Background: an optimization exercise with open tools, aiming at small area, a short achievable clock period and few clock cycles per item. Do not read the settings as production practice.
Function was checked by simulation only, so behaviour that the tests miss may differ from the original.

<file path="design/flow/constraint.sdc">
create_clock -name core_clock -period 9.0 [get_ports {clk}]
set_input_delay 1.8000 -clock core_clock [delete_from_list [all_inputs] [get_ports {clk}]]
set_output_delay 1.8000 -clock core_clock [all_outputs]
set_load 0.01 [all_outputs]
</file>
<file path="design/flow/design.v">
`default_nettype none
package dctPkg;
   typedef logic signed [31:0] sampleT;    
   typedef logic [33:0] colAccT;           
   localparam int BlockDim = 8;            
   localparam int BlockSize = 64;          
   localparam int NumMags = 7;             
   localparam int RowWidth = 32;           
   localparam int ColWidth = 42;           
   localparam logic [5:0] RowAccPhase = 6'd2;      
   localparam logic [5:0] ColAccPhase = 6'd11;     
   localparam logic [5:0] DonePhase = 6'd10;       
endpackage
`default_nettype wire
`default_nettype none
module cosineRom
(
   input logic [2:0] freq,
   input logic [2:0] index,
   output logic neg,
   output logic [2:0] mag
);
   always_comb
   begin
      case ({freq, index})
         6'd0: begin neg = 1'b0; mag = 3'd0; end    
         6'd1: begin neg = 1'b0; mag = 3'd0; end    
         6'd2: begin neg = 1'b0; mag = 3'd0; end    
         6'd3: begin neg = 1'b0; mag = 3'd0; end    
         6'd4: begin neg = 1'b0; mag = 3'd0; end    
         6'd5: begin neg = 1'b0; mag = 3'd0; end    
         6'd6: begin neg = 1'b0; mag = 3'd0; end    
         6'd7: begin neg = 1'b0; mag = 3'd0; end    
         6'd8: begin neg = 1'b0; mag = 3'd1; end    
         6'd9: begin neg = 1'b0; mag = 3'd3; end    
         6'd10: begin neg = 1'b0; mag = 3'd4; end    
         6'd11: begin neg = 1'b0; mag = 3'd6; end    
         6'd12: begin neg = 1'b1; mag = 3'd6; end    
         6'd13: begin neg = 1'b1; mag = 3'd4; end    
         6'd14: begin neg = 1'b1; mag = 3'd3; end    
         6'd15: begin neg = 1'b1; mag = 3'd1; end    
         6'd16: begin neg = 1'b0; mag = 3'd2; end    
         6'd17: begin neg = 1'b0; mag = 3'd5; end    
         6'd18: begin neg = 1'b1; mag = 3'd5; end    
         6'd19: begin neg = 1'b1; mag = 3'd2; end    
         6'd20: begin neg = 1'b1; mag = 3'd2; end    
         6'd21: begin neg = 1'b1; mag = 3'd5; end    
         6'd22: begin neg = 1'b0; mag = 3'd5; end    
         6'd23: begin neg = 1'b0; mag = 3'd2; end    
         6'd24: begin neg = 1'b0; mag = 3'd3; end    
         6'd25: begin neg = 1'b1; mag = 3'd6; end    
         6'd26: begin neg = 1'b1; mag = 3'd1; end    
         6'd27: begin neg = 1'b1; mag = 3'd4; end    
         6'd28: begin neg = 1'b0; mag = 3'd4; end    
         6'd29: begin neg = 1'b0; mag = 3'd1; end    
         6'd30: begin neg = 1'b0; mag = 3'd6; end    
         6'd31: begin neg = 1'b1; mag = 3'd3; end    
         6'd32: begin neg = 1'b0; mag = 3'd0; end    
         6'd33: begin neg = 1'b1; mag = 3'd0; end    
         6'd34: begin neg = 1'b1; mag = 3'd0; end    
         6'd35: begin neg = 1'b0; mag = 3'd0; end    
         6'd36: begin neg = 1'b0; mag = 3'd0; end    
         6'd37: begin neg = 1'b1; mag = 3'd0; end    
         6'd38: begin neg = 1'b1; mag = 3'd0; end    
         6'd39: begin neg = 1'b0; mag = 3'd0; end    
         6'd40: begin neg = 1'b0; mag = 3'd4; end    
         6'd41: begin neg = 1'b1; mag = 3'd1; end    
         6'd42: begin neg = 1'b0; mag = 3'd6; end    
         6'd43: begin neg = 1'b0; mag = 3'd3; end    
         6'd44: begin neg = 1'b1; mag = 3'd3; end    
         6'd45: begin neg = 1'b1; mag = 3'd6; end    
         6'd46: begin neg = 1'b0; mag = 3'd1; end    
         6'd47: begin neg = 1'b1; mag = 3'd4; end    
         6'd48: begin neg = 1'b0; mag = 3'd5; end    
         6'd49: begin neg = 1'b1; mag = 3'd2; end    
         6'd50: begin neg = 1'b0; mag = 3'd2; end    
         6'd51: begin neg = 1'b1; mag = 3'd5; end    
         6'd52: begin neg = 1'b1; mag = 3'd5; end    
         6'd53: begin neg = 1'b0; mag = 3'd2; end    
         6'd54: begin neg = 1'b1; mag = 3'd2; end    
         6'd55: begin neg = 1'b0; mag = 3'd5; end    
         6'd56: begin neg = 1'b0; mag = 3'd6; end    
         6'd57: begin neg = 1'b1; mag = 3'd4; end    
         6'd58: begin neg = 1'b0; mag = 3'd3; end    
         6'd59: begin neg = 1'b1; mag = 3'd1; end    
         6'd60: begin neg = 1'b0; mag = 3'd1; end    
         6'd61: begin neg = 1'b1; mag = 3'd3; end    
         6'd62: begin neg = 1'b0; mag = 3'd4; end    
         6'd63: begin neg = 1'b1; mag = 3'd6; end    
         default: begin neg = 1'b0; mag = 3'd0; end
      endcase
   end
endmodule
`default_nettype wire
`default_nettype none
module blockBuffer
(
   input logic clk,
   input logic fill,
   input logic [8*32-1:0] fillData,
   input logic [2:0] readRow,
   output dctPkg::sampleT readData
);
   logic [64*32-1:0] mem;         
   genvar v;
   generate
      for (v = 0; v < 8; v++)
      begin : gRow
         always_ff @(posedge clk)
         begin
            mem[(8*v)*32 +: 7*32] <= mem[(8*v+1)*32 +: 7*32];
            mem[(8*v+7)*32 +: 32] <= fill ? fillData[v*32 +: 32] : mem[(8*v)*32 +: 32];
         end
      end
   endgenerate
   always_comb
   begin
      case (readRow)
         3'd0: readData = mem[(8*0)*32 +: 32];
         3'd1: readData = mem[(8*1)*32 +: 32];
         3'd2: readData = mem[(8*2)*32 +: 32];
         3'd3: readData = mem[(8*3)*32 +: 32];
         3'd4: readData = mem[(8*4)*32 +: 32];
         3'd5: readData = mem[(8*5)*32 +: 32];
         3'd6: readData = mem[(8*6)*32 +: 32];
         default: readData = mem[(8*7)*32 +: 32];
      endcase
   end
endmodule
`default_nettype wire
`default_nettype none
module macEngine
#(
   parameter int Width = 32
)
(
   input logic [Width-1:0] x,
   output logic [7*Width-1:0] prod
);
   logic [Width-1:0] x3;
   logic [Width-1:0] x5;
   logic [Width-1:0] x7;
   logic [Width-1:0] x9;
   assign x3 = x + (x << 1);
   assign x5 = x + (x << 2);
   assign x7 = (x << 3) - x;
   assign x9 = x + (x << 3);
   assign prod[0*Width +: Width] = (x << 1) + (x5 << 7) - (x5 << 11) + (x << 15);
   assign prod[1*Width +: Width] = (x5 << 1) - (x5 << 7) + (x << 15);
   assign prod[2*Width +: Width] = (x << 1) + (x << 6) - (x5 << 9) + (x << 15);
   assign prod[3*Width +: Width] = (x5 << 7) - (x9 << 1) - (x3 << 11) + (x << 15);
   assign prod[4*Width +: Width] = (x9 << 11) - x3 - (x7 << 5);
   assign prod[5*Width +: Width] = (x << 8) - (x << 2) + (x3 << 12);
   assign prod[6*Width +: Width] = (x << 13) - x7 - (x7 << 8);
endmodule
`default_nettype wire
`default_nettype none
module dctControl
(
   input logic clk,
   input logic reset,
   input logic start,
   output logic reading,
   output logic done,
   output logic [5:0] phase
);
   logic loadFrame;       
   logic prev1;           
   logic prev2;           
   logic busy;
   assign busy = loadFrame || prev1 || prev2;
   always_ff @(posedge clk or posedge reset)
   begin
      if (reset)
      begin
         phase <= '0;
         loadFrame <= 1'b0;
         prev1 <= 1'b0;
         prev2 <= 1'b0;
         reading <= 1'b0;
         done <= 1'b0;
      end
      else
      begin
         done <= prev1 && (phase == dctPkg::DonePhase);
         if (!busy)
         begin
            reading <= start;
            loadFrame <= start;
         end
         else
         begin
            phase <= phase + 6'd1;
            if (phase == 6'd63)
            begin
               reading <= start;
               loadFrame <= start;
               prev1 <= loadFrame;
               prev2 <= prev1;
            end
         end
      end
   end
endmodule
`default_nettype wire
`default_nettype none
module dct2d
(
   input logic clk,
   input logic reset,
   input logic start,
   input logic [31:0] din,
   output logic reading,
   output logic done,
   output logic [31:0] dout
);
   localparam int RW = dctPkg::RowWidth;
   localparam int CW = dctPkg::ColWidth;
   logic [5:0] phase;
   dctControl control
   (
      .clk(clk),
      .reset(reset),
      .start(start),
      .reading(reading),
      .done(done),
      .phase(phase)
   );
   logic [RW-1:0] sampleQ;                 
   logic [7*RW-1:0] rowProd;
   logic [7*RW-1:0] rowProdQ;
   logic [2:0] rowIdx;                     
   logic [8*RW-1:0] rowAcc;                
   logic [8*RW-1:0] rowSum;
   logic [8*RW-1:0] rowOut;                
   always_ff @(posedge clk)
   begin
      sampleQ <= din;
      rowProdQ <= rowProd;
   end
   macEngine #(.Width(RW)) rowMcm
   (
      .x(sampleQ),
      .prod(rowProd)
   );
   logic [5:0] rowPos;
   assign rowPos = phase - dctPkg::RowAccPhase;
   assign rowIdx = rowPos[2:0];
   genvar u;
   generate
      for (u = 0; u < 8; u++)
      begin : gRow
         logic neg;
         logic [2:0] mag;
         logic [RW-1:0] term;
         logic [RW-1:0] base;
         cosineRom rom
         (
            .freq(3'(u)),
            .index(rowIdx),
            .neg(neg),
            .mag(mag)
         );
         always_comb
         begin
            case (mag)
               3'd0: term = rowProdQ[0*RW +: RW];
               3'd1: term = rowProdQ[1*RW +: RW];
               3'd2: term = rowProdQ[2*RW +: RW];
               3'd3: term = rowProdQ[3*RW +: RW];
               3'd4: term = rowProdQ[4*RW +: RW];
               3'd5: term = rowProdQ[5*RW +: RW];
               default: term = rowProdQ[6*RW +: RW];
            endcase
         end
         assign base = (rowIdx == 3'd0) ? '0 : rowAcc[u*RW +: RW];
         assign rowSum[u*RW +: RW] = base + (term ^ {RW{neg}}) + RW'(neg);
         always_ff @(posedge clk)
         begin
            rowAcc[u*RW +: RW] <= rowSum[u*RW +: RW];
            if (rowIdx == 3'd7)
            begin
               rowOut[u*RW +: RW] <= rowSum[u*RW +: RW];
            end
            else if (u < 7)
            begin
               rowOut[u*RW +: RW] <= rowOut[(u+1)*RW +: RW];
            end
         end
      end
   endgenerate
   logic [CW-1:0] colIn;
   logic [7*CW-1:0] colProd;
   logic [7*32-1:0] colProdQ;              
   logic [6:0] colLowZero;                 
   assign colIn = {{(CW-RW){rowOut[RW-1]}}, rowOut[0 +: RW]};
   macEngine #(.Width(CW)) colMcm
   (
      .x(colIn),
      .prod(colProd)
   );
   genvar m;
   generate
      for (m = 0; m < 7; m++)
      begin : gColProd
         always_ff @(posedge clk)
         begin
            colProdQ[m*32 +: 32] <= colProd[m*CW + 10 +: 32];
            colLowZero[m] <= (colProd[m*CW +: 10] == 10'd0);
         end
      end
   endgenerate
   logic [5:0] colPos;
   logic [2:0] colRow;
   assign colPos = phase - dctPkg::ColAccPhase;
   assign colRow = colPos[5:3];
   logic [8*32-1:0] fillData;
   logic fill;
   assign fill = (colRow == 3'd7);
   genvar v;
   generate
      for (v = 0; v < 8; v++)
      begin : gCol
         logic neg;
         logic [2:0] mag;
         logic [31:0] prodHi;
         logic lowZero;
         logic [31:0] term;
         logic [33:0] base;
         logic [33:0] sum;
         logic [8*34-1:0] acc;            
         cosineRom rom
         (
            .freq(3'(v)),
            .index(colRow),
            .neg(neg),
            .mag(mag)
         );
         always_comb
         begin
            case (mag)
               3'd0: begin prodHi = colProdQ[0*32 +: 32]; lowZero = colLowZero[0]; end
               3'd1: begin prodHi = colProdQ[1*32 +: 32]; lowZero = colLowZero[1]; end
               3'd2: begin prodHi = colProdQ[2*32 +: 32]; lowZero = colLowZero[2]; end
               3'd3: begin prodHi = colProdQ[3*32 +: 32]; lowZero = colLowZero[3]; end
               3'd4: begin prodHi = colProdQ[4*32 +: 32]; lowZero = colLowZero[4]; end
               3'd5: begin prodHi = colProdQ[5*32 +: 32]; lowZero = colLowZero[5]; end
               default: begin prodHi = colProdQ[6*32 +: 32]; lowZero = colLowZero[6]; end
            endcase
         end
         assign term = prodHi ^ {32{neg}};
         assign base = (colRow == 3'd0) ? '0 : acc[0 +: 34];
         assign sum = base + {{2{term[31]}}, term} + 34'(neg && lowZero);
         always_ff @(posedge clk)
         begin
            acc[0 +: 7*34] <= acc[34 +: 7*34];
            acc[7*34 +: 34] <= sum;
         end
         assign fillData[v*32 +: 32] = sum[33:2];
      end
   endgenerate
   logic [5:0] outPos;
   dctPkg::sampleT outWord;
   assign outPos = phase - (dctPkg::DonePhase + 6'd1);
   blockBuffer buffer
   (
      .clk(clk),
      .fill(fill),
      .fillData(fillData),
      .readRow(outPos[5:3]),
      .readData(outWord)
   );
   always_ff @(posedge clk)
   begin
      dout <= outWord;
   end
endmodule
`default_nettype wire
</file>
<file path="design/flow/run.sh">
#!/bin/bash
# synth_recipe.tcl (not shown) runs the flow's synth.tcl, then flattens the netlist and writes it again
# the make line also repeats each setting of config.mk as NAME=value (left out here)
make -C /OpenROAD-flow-scripts/flow DESIGN_CONFIG=/design/flow/config.mk WORK_HOME=/design/flow/orfs CLKGATE_MAP_FILE= SYNTH_SCRIPT=/design/flow/synth_recipe.tcl finish
</file>
<file path="design/flow/config.mk">
export PLATFORM = sky130hd
export DESIGN_NAME = dct2d
export DESIGN_NICKNAME = dct2d
export VERILOG_FILES = /design/flow/design.v
export SDC_FILE = /design/flow/constraint.sdc
export NUM_CORES = 4
export LEC_CHECK = 0
export CAP_MARGIN = 20
export CORE_MARGIN = 2
export CORE_UTILIZATION = 45
export PLACE_DENSITY = 0.6
export SLEW_MARGIN = 20
</file>
==> impl_summary.txt <==
----------------------------------------------------
[Run status]
  Outcome ... no timing/DRC/antenna violations

[Route]
  DR DRC count ... 0
  Routed length per placed instance ... 22.75 um
  Count of nets left with antenna violations after detail routing ... 0
  Vias after detailed routing ... 133300
  Iteration count of the initial detailed-routing pass ... 13
  Via/cell ratio ... 5.200
  Detailed Route WL ... 583000 um
  Violation count after the first detailed-route iteration ... 10040

[Die]
  Die span in y ... 671.6 um
  Starting density of the core ... 45.12%
  Core area ... 444500 um2
  Die boundary width ... 671.6 um
  Cell Rows ... 245
  I/O pin count ... 69
  Die Outline Area ... 451000 um2

[Synth]
  Fraction of the mapped netlist area in compound gates ... 12.40%
  Post-Synthesis Cells ... 18760
  Net count after synthesis ... 20620
  Sequential fraction of the synthesis area ... 52.55%
  Warning count from the yosys run ... 4
  Netlist Area Pre-Place ... 200600 um2
  Average cell area after synthesis ... 10.69 um2
  Predominant post-synthesis flop cell ... sky130_fd_sc_hd__dfxtp_1
  Number of distinct library cell variants in the gate-level netlist after synthesis ... 98
  Xor-xnor portion of the synthesized cell area ... 7.264%
  Count of flip-flops with a built-in enable after synthesis ... 32
  Multiplexer share of the synthesized area ... 1.948%
  Ys async rst share ... 0.1906%
  Simple logic cell fraction of the synthesized area ... 9.949%
  Main combinational cell family by area after synthesis ... adder cells
  Post-synthesis sequential element count ... 5246
  Synth Area in Adders ... 13.04%

[Clocking]
  Number of clock sinks seen by CTS ... 5246
  Clock tree from TritonCTS ... done
  Number of buffers on the longest clock path ... 4
  Number of buffers added to fix hold violations after cts ... 0
  Clock-pin slew on the worst setup and hold paths ... 0.08 ns
  Clk Latency, worst-skew pair ... 1.06 ns
  Clock tree root buffer cell ... sky130_fd_sc_hd__clkbuf_16
  CTS buffer count ... 521
  Number of levels the H-tree was split into ... 6
  Buffer count from post-CTS setup fixing ... 0
  Number of instances resized during post-cts repair ... 0

[Layout]
  Most frequent cells in the layout ... sky130_fd_sc_hd__dfxtp_1 (5204), sky130_fd_sc_hd__nand2_1 (1902), sky130_fd_sc_hd__ha_1 (1384)
  Most common cell after layout, fill and taps aside ... sky130_fd_sc_hd__dfxtp_1
  Number of nets in the final layout ... 21060
  Multi-input logic area ... 89730 um2
  Layout-stage area growth over the synthesis result ... 13.62%
  Final core occ ... 51.27%
  Number of standard cells in the layout, taps in and fillers out ... 25630
  Fraction of layout cells with a size suffix above 1 ... 7.405%
  Area taken by flip-flops and latches ... 105400 um2
  Fillers ... 39770

[Timing]
  Setup violation total in the final timing report ... 0
  Maximum clock skew at final layout ... 0.07472 ns
  Final count of pins violating max slew ... 0
  Transition time at the pin with the least slew margin ... 1.461 ns
  Final hold violation count ... 0
  Slew margin rel. ... 2.315%
  F_max ... 131.1 MHz
  Total negative slack for setup checks ... 0 ns
  Worst hold slack ... 0.2784 ns
  Final Cycle Share ... 84.73%
  Final min period ... 7.625 ns
  Setup repair after global routing missed its margin ... false

[Critical path]
  Arrival @ worst endpoint ... 8.53 ns
  Element type at the critical path start ... register
  Crit path required time ... 9.91 ns
  Start-to-end type of the worst setup path ... reg2reg
  Biggest fanout along the worst timing path ... 101
  Sort of element at the end of the critical path ... register

[Placement]
  Port Buffers ... 68
  Number of instances in the placed design ... 24600
  Final weighted congestion in routability-driven placement ... 0.9794
  Post-detailed-placement half-perimeter wirelength ... 447300 um

[Job]
  Max-capacitance violation count ... 0

[Global routing]
  Global route total overflow ... 0
  Pin count of the biggest net entering global routing ... 132
  Overall track demand over capacity in global routing ... 25.16%
  Via count of the first global-routing pass ... 131300
  Initial antenna violation count ... 37
  First-pass GRT wire length ... 849200 um

[Hold path]
  Worst min-delay path category ... reg2reg

----------------------------------------------------
## synth_stat cells (all sizes together) (168+ instances only)
| cell | n | area share, % |
|---|---|---|
| dfxtp | 5204 | 52 |
| ha | 1389 | 8.7 |
| clkbuf | 399 | 0.75 |
| nand2b | 168 | 0.53 |
| fa | 438 | 4.4 |
| xnor2 | 1170 | 5.1 |
| inv | 1043 | 2.0 |
| nand3 | 187 | 0.47 |
| o21ai | 656 | 1.6 |
| o21bai | 201 | 0.75 |
| a21oi | 1249 | 3.1 |
| nor2 | 851 | 1.6 |
| a21o | 541 | 2.0 |
| and2 | 544 | 1.7 |
| xor2 | 489 | 2.1 |
| nand2 | 1905 | 3.6 |
## path summary, 6_finish.rpt
kind,from,to,slack (ns),depth (start not counted)
max,control.phase[2],buffer.mem[767],1.37,24
max in group asynchronous,reset,control.done,7.10,2
max reg2reg,control.phase[2],buffer.mem[767],1.37,24
min,buffer.mem[1095],buffer.mem[1063],0.28,0
min reg2reg,buffer.mem[1095],buffer.mem[1063],0.28,0
min in group asynchronous,reset,control.phase[5],1.48,2
## through the flow
step | instance area, um2 | setup slack, ns
2_1_floorplan | 200600 | 1.927
3_3_place_gp | 209700 | 1.397
3_5_place_dp | 209700 | 1.419
4_1_cts | 227600 | 1.336
5_1_grt | 227800 | 1.014
6_report | 227900 | 1.375
## worst max-delay path, stage by stage, from the launching register on
cell,delay (ns)
sky130_fd_sc_hd__dfrtp_1,0.39
sky130_fd_sc_hd__inv_1,0.06
sky130_fd_sc_hd__buf_4,0.17
sky130_fd_sc_hd__ha_2,0.24
sky130_fd_sc_hd__nand2_1,0.17
sky130_fd_sc_hd__a21boi_1,0.35
sky130_fd_sc_hd__nor2_4,0.08
sky130_fd_sc_hd__inv_2,0.42
sky130_fd_sc_hd__ha_4,0.36
sky130_fd_sc_hd__buf_12,0.39
sky130_fd_sc_hd__mux2i_1,0.27
sky130_fd_sc_hd__nor2_1,0.08
sky130_fd_sc_hd__fa_1,0.50
sky130_fd_sc_hd__a21o_1,0.19
sky130_fd_sc_hd__a21oi_1,0.22
sky130_fd_sc_hd__o21bai_1,0.10
sky130_fd_sc_hd__a21oi_1,0.30
sky130_fd_sc_hd__o21ai_0,0.27
sky130_fd_sc_hd__a21oi_2,0.84
sky130_fd_sc_hd__nand2_1,0.26
sky130_fd_sc_hd__a21oi_1,0.42
sky130_fd_sc_hd__nor3b_1,0.17
sky130_fd_sc_hd__o21ai_0,0.20
sky130_fd_sc_hd__xor3_1,0.45
sky130_fd_sc_hd__mux2_2,0.27
## routing by layer
layer  GRT usage (%)  vias up  part of all wire, %
li1                -    64670                    -
met1           32.14    64020                   43
met2           42.53     3578                   47
met3           2.987     1018                  4.6
met4           11.74        2                  5.1
met5               0        -               0.0022
## area by class of cell
type	count	share of cell area (%)
well taps	5928	3.255
diodes	95	0.1043
clock inverters	217	1.392
inverters	1047	1.730
flip-flops and latches	5246	46.25
clock buffers	718	6.496
repair buffers	386	1.396
multi-input cells	11990	39.38
## registers in the layout (all words and copies together), names as in the netlist, 6 cells and up
| signal | count |
|---|---|
| gCol.acc | 2176 |
| buffer.mem | 2048 |
| rowAcc | 256 |
| rowOut | 256 |
| colProdQ | 224 |
| rowProdQ | 205 |
| dout | 32 |
| sampleQ | 32 |
| colLowZero | 7 |
| control.phase | 6 |
## cells by family after synthesis
kind of cell / count (synthesis)
adders and majority gates: 1827
DFF: 5246
AOI/OAI and AO/OA: 3866
buffers and inverters: 1521
muxes: 300
and+or+nand+nor: 4341
xor gates and xnor gates: 1660
Testbench counts, summed over its fixed seeds: cycles 3,688, blocks 48.

re-timing with driven ports:
The results above use ideal ports. As a check the final layout listed here was re-extracted and re-timed, cells and wires unchanged. Step 1: set_driving_cell puts a clkbuf_16 on clk and a buf_2 on each other input, an assumption about the parent block. Step 2 also shifts input and output timing later by t, the mid clock arrival at the registers, as if the neighbouring blocks saw the same clock. Three values: ideal, step 1, step 2; two values: the first two.
t (ns): 1.151
slack for setup (ns): 1.375 / 1.375 / 1.375
worst hold slack (ns): 0.278 / 0.278 / 0.278
latest minus earliest clock arrival (ns): 0.084 / 0.083
slew at the worst register clock pin (ns): 0.08 / 0.08
After both steps this run still meets setup and hold. The setup slack of this run moves by 0.000 ns with the drivers and by 0.000 ns with both steps.
